This is an optimization exercise on Yosys and OpenROAD, whose aim is small area, a short achievable clock period and few clock cycles per item, not a production implementation. Power figures rest on the tool's default switching activity, not on a simulated workload.

== build 70 ==
## mac_array
module mac_array #(
  parameter int DATA_WIDTH = 8,
  parameter int ACC_WIDTH  = 16,
  parameter int NUM_LANES  = 8,
  parameter int VEC_LEN    = 8,
  parameter int SIGNED     = 1
) (
  input  logic                           clk,
  input  logic                           rst_n,
  input  logic                           clr,
  input  logic                           in_valid,
  output logic                           in_ready,
  input  logic [NUM_LANES*DATA_WIDTH-1:0] a_in,
  input  logic [DATA_WIDTH-1:0]          b_in,
  input  logic                           sat_en,
  output logic                           out_valid,
  input  logic                           out_ready,
  output logic [NUM_LANES*ACC_WIDTH-1:0] acc_out,
  output logic [NUM_LANES-1:0]           overflow,
  output logic                           busy
);
export LEC_CHECK = 0
export CAP_MARGIN = 20
export CORE_MARGIN = 2
export CORE_UTILIZATION = 40
export SETUP_SLACK_MARGIN = 3.0
export SLEW_MARGIN = 20
create_clock -name core_clock -period 6.0 [get_ports {clk}]
standard.sh (not shown) runs the stock make flow with config.mk's settings and CLKGATE_MAP_FILE= SYNTH_SCRIPT=/design/flow/synth_recipe.tcl, a recipe that flattens the netlist after the stock synthesis.
==> flow/flow/run.sh <==
#!/bin/bash
# Own layout flow: the standard layout (standard synthesis unchanged), with each port buffered
# by a buf_2 instead of the default delay-buffer cell. The make output goes to flow_make.log here.
set -euo pipefail
cd "$(dirname "$0")/.."
bash standard.sh 'BUFFER_PORTS_ARGS=-buffer_cell sky130_fd_sc_hd__buf_2' finish > flow_make.log 2>&1
For trial 60, these inputs were changed with respect to build 70:
--- a/flow/design.v
+++ b/flow/design.v
@@ -28,14 +28,16 @@
   logic [7:0] a;
   logic [11:0] be;
   logic fi;
   logic [8:0] x0, x1, x2, x3;
   logic [28:0] pr, pr_d;
   logic [15:0] acc_in;
-  logic [16:0] pp, gg, cy, s;
+  logic [16:0] pp, gg, cy, s, row0, row1;
   logic ov, ov0, ov1, ovs;
+  logic [15:0] wacc;        
+  logic pend, psgn;         
   logic [15:0] acc_d;
   logic s1;
   logic c2;
   logic s3;
   logic c4;
   logic s5;
@@ -165,12 +167,13 @@
   assign x1 = (({9{be[3]}} & {a[7], a}) | ({9{be[4]}} & {a, 1'b0})) ^ {9{be[5]}};
   assign x2 = (({9{be[6]}} & {a[7], a}) | ({9{be[7]}} & {a, 1'b0})) ^ {9{be[8]}};
   assign x3 = (({9{be[9]}} & {a[7], a}) | ({9{be[10]}} & {a, 1'b0})) ^ {9{be[11]}};
   assign be = benc ^ {12{INV}};
   assign fi = first ^ INV;
   assign acc_in = fi ? 16'd0 : acc;
+  assign acc = pend ? {psgn, {15{~psgn}}} : wacc;
   assign s1 = be[11] ^ x0[6];
   assign c2 = be[11] & x0[6];
   assign s3 = x0[7] ^ x1[5];
   assign c4 = x0[7] & x1[5];
   assign s5 = 1'b1 ^ ~x0[8] ^ x1[6];
   assign c6 = (1'b1 & ~x0[8]) | (1'b1 & x1[6]) | (~x0[8] & x1[6]);
@@ -373,22 +376,21 @@
   assign pr_d[23] = s45;   
   assign pr_d[24] = c44;   
   assign pr_d[25] = s47;   
   assign pr_d[26] = c46;   
   assign pr_d[27] = ~x3[8];   
   assign pr_d[28] = c48;   
-  assign ov0 = pp[16] ^ gg[15] ^ pp[15];
-  assign ov1 = pp[16] ^ (gg[15] | pp[15]) ^ ~pp[15];
-  assign ov = cy[15] ? ov1 : ov0;
-  assign ovs = ov && sat;
-  assign acc_d = ovs ? {~s[15], {15{s[15]}}} : s[15:0];
+  assign ov = s[16] ^ s[15];
+  assign acc_d = s[15:0];
   always_ff @(posedge clk) begin
     if (load_a) a <= a_in;
     if (load_p) pr <= pr_d;
     if (en) begin
-      acc <= acc_d;
+      wacc <= acc_d;
+      pend <= ov && sat;
+      psgn <= s[16];
       overflow <= (overflow && !fi) || ov;
     end
   end
 endmodule
 module mac_array #(
   parameter int DATA_WIDTH = 8,
Notes after the runs:
For trial 60 and build 70, there was not a single run that failed to finish clean.
Trial 60: total number of sequential cells higher than build 70
Across both runs, final worst-path cycle share was lower for trial 60 than for build 70.
Area added between synthesis and finish was lower in the run labelled build 70.
Relative to build 70, the clock power measured on trial 60 has increased by a few percent.
Fmax | trial 60 vs build 70 | trial 60 faster
Summary of trial 60 over build 70: vertical extent of the die shows a reduction of 0.43%, number of storage elements in the synthesis netlist moved up.
No run of this note included a check of the RTL's function; only the layout flow was run.

[afterwards: timing with drivers on the ports]
Ports are ideal in the flow. The routed layouts listed here were re-timed in OpenROAD.
Step 1 assumes that a clkbuf_16 drives the clock port and a buf_2 every other input.
Step 2 adds t to the input delays and takes it off the output delays; t is the mean of the earliest and latest rising clock arrival at the registers after step 1. Input paths then give back, and output paths get back, about the clock's delay inside the block.
Three values: ideal, step 1, step 2; two values: the first two.
| run | shift t [ns] | setup slack, ns | hold slack, ns |
|---|---|---|---|
| build 70 | 0.704 | 2.374 / 2.374 / 2.374 | 0.397 / 0.361 / 0.428 |
| trial 60 | 0.700 | 2.570 / 2.570 / 2.554 | 0.394 / 0.351 / 0.421 |
After both steps every run listed still meets setup and hold. For trial 60, which loses most, drivers alone change the setup slack by 0.000 ns; drivers and shift together by -0.016 ns.
